From an optimization exercise on the open Yosys and OpenROAD flow, aimed at small area; shortcuts taken in it are not production practice. Function was checked by simulation only, so behaviour that the tests miss may differ from the original. The flow treats the clock pin as an ideal source. Dropping or thinning the clock tree relies on that and would not hold on a real chip. Power figures rest on the tool's default switching activity, not on a simulated workload.

== the previous run ==
## us_frontend_top
module us_frontend_top (
	input  logic                                 clk,
	input  logic                                 rst_n,
	input  logic                                 bf_spi_start,           
	input  logic                                 bf_tx_en,               
	input  logic [us_pkg::BF_DATA_WIDTH-1:0]      data_in,
	input  logic [us_pkg::BF_BIT_COUNT_WIDTH-1:0] num_of_bit,
	input  logic [us_pkg::ACQ_CNT_WIDTH-1:0]      adc_start_length,
	input  logic [us_pkg::ACQ_CNT_WIDTH-1:0]      adc_init_delay,
	input  logic [us_pkg::ACQ_CNT_WIDTH-1:0]      adc_samples_per_echo,
	input  logic                                 spi_sdi,
	output logic                                 spi_cs_n,
	output logic                                 spi_sck,
	output logic                                 spi_sdo,
	output logic                                 bf_spi_done,
	output logic [us_pkg::BF_DATA_WIDTH-1:0]      rd_data,
	output logic                                 bf_tx_en_pin,           
	output logic                                 fifo_en,                
	output logic                                 fsm_done
);
export LEC_CHECK = 0
export CAP_MARGIN = 20
export CORE_MARGIN = 2
export CORE_UTILIZATION = 40
export CTS_BUF_LIST = sky130_fd_sc_hd__clkbuf_8
export SLEW_MARGIN = 20
create_clock -name core_clock -period 5.0 [get_ports {clk}]
standard.sh (not shown) runs the stock make flow with config.mk's settings and CLKGATE_MAP_FILE= SYNTH_SCRIPT=/design/flow/synth_recipe.tcl, a recipe that flattens the netlist after the stock synthesis.
==> flow/flow/run.sh <==
#!/bin/bash
# Standard layout, with the smallest buffer on every port.
set -euo pipefail
bash standard.sh BUFFER_PORTS_ARGS="-buffer_cell sky130_fd_sc_hd__buf_1" finish > standard.log 2>&1
diff inputs: the previous run => the current run
==> flow/flow/run.sh <==
#!/bin/bash
# Standard layout with two changes:
#  - synthesis maps the logic with flow/abc_area.script (area-oriented
#    ABC mapping) instead of ORFS's speed script; everything else in the
#    synthesis, including the register mapping and names, is the standard one
#  - the smallest buffer (buf_1) on every port
set -euo pipefail
W=$(pwd)
sed 's|^  log_cmd abc {\*}\$abc_args$|  set abc_args [lreplace $abc_args 1 1 '"$W"'/flow/abc_area.script]\n  log_cmd abc {*}$abc_args|' \
	"$FLOW_HOME/scripts/synth.tcl" > "$W/synth_area.tcl"
grep -q "flow/abc_area.script" "$W/synth_area.tcl"
sed 's|source \$::env(SCRIPTS_DIR)/synth.tcl|source '"$W"'/synth_area.tcl|' "$W/synth_recipe.tcl" > "$W/area_synth.tcl"
grep -q "synth_area.tcl" "$W/area_synth.tcl"
bash standard.sh SYNTH_SCRIPT="$W/area_synth.tcl" \
	BUFFER_PORTS_ARGS="-buffer_cell sky130_fd_sc_hd__buf_1" finish > standard.log 2>&1
==> flow/flow/abc_area.script (new file) <==
&get -n
&st
&dch
&nf -R 1000 -p -C 32
&put
==> run notes <==
- In the current run, maximum frequency is higher than in the previous run.
- Compared with the previous run, the current run instantiates a smaller number of cells.
- The current run vs the previous run: minimum setup slack in the final design up in the current run
- On share of the synthesized netlist area taken by xor and xnor gates, the higher figure sits with the previous run, not the current run.
- Between the current run and the previous run, it is the current run whose required time of the worst setup path is higher, by 0.02 ns.
- The current run vs the previous run, share of synthesized area spent on multiplexers went down by 9.3 points.
- On the current run: total half-perimeter wirelength after legalization and detailed placement is about 0.56% higher than what the previous run gave.
- Between the current run and the previous run, the tightest hold margin does not differ in any meaningful way.
- Compared with the previous run, the current run shows number of global-route vias before repair that has gone down by a few percent.

========
violet:
us_frontend_top, a different RTL version from the one above (not shown whole).
For scale: roughly 390 cells after synthesis, roughly 110 flip-flops.
export LEC_CHECK = 0
export CAP_MARGIN = 0
export CORE_MARGIN = 2
export CORE_UTILIZATION = 60
export CTS_BUF_LIST = sky130_fd_sc_hd__clkbuf_8
export SLEW_MARGIN = 0
create_clock -name core_clock -period 5.0 [get_ports {clk}]
==> flow/flow/run.sh <==
#!/bin/bash
# Standard layout with two changes:
#  - synthesis maps the logic with flow/abc_area.script (area-oriented
#    ABC mapping) instead of ORFS's speed script; everything else in the
#    synthesis, including the register mapping and names, is the standard one
#  - the smallest buffer (buf_1) on every port
#  - a one-level clock tree (flow/manual_cts.tcl) instead of TritonCTS
set -euo pipefail
export CTS_K=3 CTS_BUF=sky130_fd_sc_hd__clkbuf_16 CTS_NET=clk
W=$(pwd)
sed 's|^  log_cmd abc {\*}\$abc_args$|  set abc_args [lreplace $abc_args 1 1 '"$W"'/flow/abc_area.script]\n  log_cmd abc {*}$abc_args|' \
	"$FLOW_HOME/scripts/synth.tcl" > "$W/synth_area.tcl"
grep -q "flow/abc_area.script" "$W/synth_area.tcl"
sed 's|source \$::env(SCRIPTS_DIR)/synth.tcl|source '"$W"'/synth_area.tcl|' "$W/synth_recipe.tcl" > "$W/area_synth.tcl"
grep -q "synth_area.tcl" "$W/area_synth.tcl"
bash standard.sh SYNTH_SCRIPT="$W/area_synth.tcl" \
	BUFFER_PORTS_ARGS="-buffer_cell sky130_fd_sc_hd__buf_1" RECOVER_POWER=100 PRE_CTS_TCL="$W/flow/manual_cts.tcl" finish > standard.log 2>&1
==> flow/flow/manual_cts.tcl <==
# Sourced before ORFS's CTS step (PRE_CTS_TCL).  Replaces clock_tree_synthesis
# with a one-level clock tree: the flip-flops are split into CTS_K groups by
# location (k-means), each group driven by one CTS_BUF placed at its centre,
# and every group buffer driven straight from the clock net.  All flip-flops
# sit behind exactly one buffer of the same type.
proc clock_tree_synthesis { args } {
  set db [ord::get_db]
  set block [ord::get_db_block]
  set k $::env(CTS_K)
  set master [$db findMaster $::env(CTS_BUF)]
  set clk_net [$block findNet $::env(CTS_NET)]
  set sinks {}
  set xs {}
  set ys {}
  foreach it [$clk_net getITerms] {
    set inst [$it getInst]
    set bb [$inst getBBox]
    lappend sinks $it
    lappend xs [expr {([$bb xMin] + [$bb xMax]) / 2.0}]
    lappend ys [expr {([$bb yMin] + [$bb yMax]) / 2.0}]
  }
  set n [llength $sinks]
  puts "manual CTS: $n sinks, $k groups of $::env(CTS_BUF)"
  # initial centres: spread along the sinks sorted by x+y
  set order [lsort -real -indices [lmap x $xs y $ys { expr {$x + $y} }]]
  set cx {}
  set cy {}
  for { set c 0 } { $c < $k } { incr c } {
    set i [lindex $order [expr {int(($c + 0.5) * $n / $k)}]]
    lappend cx [lindex $xs $i]
    lappend cy [lindex $ys $i]
  }
  set maxsz [expr {int(ceil(double($n) / $k)) + 2}]
  for { set iter 0 } { $iter < 50 } { incr iter } {
    # balanced assignment: nearest centre with room, farthest sinks first
    set cnt [lrepeat $k 0]
    set asg [lrepeat $n -1]
    set pairs {}
    for { set i 0 } { $i < $n } { incr i } {
      for { set c 0 } { $c < $k } { incr c } {
        set dx [expr {[lindex $xs $i] - [lindex $cx $c]}]
        set dy [expr {[lindex $ys $i] - [lindex $cy $c]}]
        lappend pairs [list [expr {abs($dx) + abs($dy)}] $i $c]
      }
    }
    foreach p [lsort -real -index 0 $pairs] {
      lassign $p d i c
      if { [lindex $asg $i] >= 0 || [lindex $cnt $c] >= $maxsz } { continue }
      lset asg $i $c
      lset cnt $c [expr {[lindex $cnt $c] + 1}]
    }
    set sx [lrepeat $k 0.0]
    set sy [lrepeat $k 0.0]
    for { set i 0 } { $i < $n } { incr i } {
      set c [lindex $asg $i]
      lset sx $c [expr {[lindex $sx $c] + [lindex $xs $i]}]
      lset sy $c [expr {[lindex $sy $c] + [lindex $ys $i]}]
    }
    for { set c 0 } { $c < $k } { incr c } {
      if { [lindex $cnt $c] > 0 } {
        lset cx $c [expr {[lindex $sx $c] / [lindex $cnt $c]}]
        lset cy $c [expr {[lindex $sy $c] / [lindex $cnt $c]}]
      }
    }
  }
  for { set c 0 } { $c < $k } { incr c } {
    set inst [odb::dbInst_create $block $master "clkbuf_manual_$c"]
    set net [odb::dbNet_create $block "clknet_manual_$c"]
    $net setSigType CLOCK
    $inst setLocation [expr {int([lindex $cx $c])}] [expr {int([lindex $cy $c])}]
    $inst setPlacementStatus PLACED
    [$inst findITerm A] connect $clk_net
    [$inst findITerm X] connect $net
    puts "manual CTS: group $c, [lindex $cnt $c] sinks, buffer at [lindex $cx $c] [lindex $cy $c]"
  }
  for { set i 0 } { $i < $n } { incr i } {
    set it [lindex $sinks $i]
    $it disconnect
    $it connect [$block findNet "clknet_manual_[lindex $asg $i]"]
  }
}
Other scripts of this flow, unchanged in this note and not shown: flow/flow/abc_area.script
Relative to violet, the following input files were edited for ember:
- changing CORE_UTILIZATION from 60 to 70
-- flow/flow/manual_cts.tcl --
<<< violet, line 33
  set maxsz [expr {int(ceil(double($n) / $k)) + 2}]
>>> ember, line 33
  set maxsz [expr {int(ceil(double($n) / $k))}]
==> comparison <==
- Final checks on ember, whose flow otherwise completed, came back failing, citing max-capacitance violations, max-slew violations.
- The highest cell delay on the worst timing path of ember exceeds that of violet by 1.53 ns.
- Re total routed wire length on the met1 layer: ember is about 0.7% down on violet.
- Final worst-path setup slack (lower): violet
- On number of maximum-capacitance constraint violations: between ember and violet, it ends up lower for violet.
- [ember] worst slack at placement rose 0.067 ns relative to violet
- Between violet and ember, power consumption increased.
- Leakage component of the power up 0.0063 nW in ember wrt violet
- Against violet as the reference, ember delivers a higher met3 capacity usage during global routing.
## Diff of input files: delta against ember
- changing CORE_UTILIZATION from 70 to 60
-- flow/flow/run.sh --
<<< ember, line 7
#  - a one-level clock tree (flow/manual_cts.tcl) instead of TritonCTS
>>> delta, line 7
<<< ember, line 17
	BUFFER_PORTS_ARGS="-buffer_cell sky130_fd_sc_hd__buf_1" RECOVER_POWER=100 PRE_CTS_TCL="$W/flow/manual_cts.tcl" finish > standard.log 2>&1
>>> delta, line 16
	BUFFER_PORTS_ARGS="-buffer_cell sky130_fd_sc_hd__buf_1" PRE_CTS_TCL="$W/flow/manual_cts.tcl" finish > standard.log 2>&1
-- flow/flow/manual_cts.tcl --
<<< ember, line 33
  set maxsz [expr {int(ceil(double($n) / $k))}]
>>> delta, line 33
  set maxsz [expr {int(ceil(double($n) / $k)) + 2}]
--- outcome ---
Relative to ember, die area has increased by 16% in delta.
Against ember, first-pass GRT wire length in delta fell by more than 10%.
Between delta and ember, the difference in initial antenna violation count is negligible.
Violation count after the first detailed-routing iteration went down by more than a quarter going from ember to delta.
Between ember and delta, the total cell area at the placement stage figures differ only marginally.
Number of cells in the finished layout apart from fillers in delta is about 3% higher than in ember
Detail-routed net length per standard cell in delta is about 11% lower than in ember
delta ended up with a lower utilization after layout than ember did.
ember reports its endpoint of the most critical setup path as rx_sr[40] while delta reports cn[19].
In delta the area of the core turned out about 16% higher than in ember.
delta completed; timing, DRC and antenna clean
No run of this note takes its clock network from TritonCTS; it comes from the design's own scripts or RTL.

==> afterwards: timing with drivers on the ports <==
No port has a modelled driver above. Below, the same layouts with a new extraction and two added sets of constraints. Step 1, drivers: a clkbuf_16 drives clk and a buf_2 each remaining input, both assumed. Step 2 adds t to the input delays and takes it off the output delays; t is the mean of the earliest and latest rising clock arrival at the registers after step 1. Input paths then give back, and output paths get back, about the clock's delay inside the block. a / b / c = ideal ports / drivers / drivers and shift; a / b = the first two.
run | t (ns) | slack for setup (ns) | worst data-port slew with drivers (ns)
the previous run | 0.404 | 0.727 / 0.727 / 0.727 | 0.05
the current run | 0.394 | 0.872 / 0.872 / 0.872 | 0.05
violet | 0.237 | 0.827 / 0.827 / 0.827 | 0.05
ember | 0.236 | 0.867 / 0.867 / 0.867 | 0.07
delta | 0.236 | 0.830 / 0.830 / 0.830 | 0.05
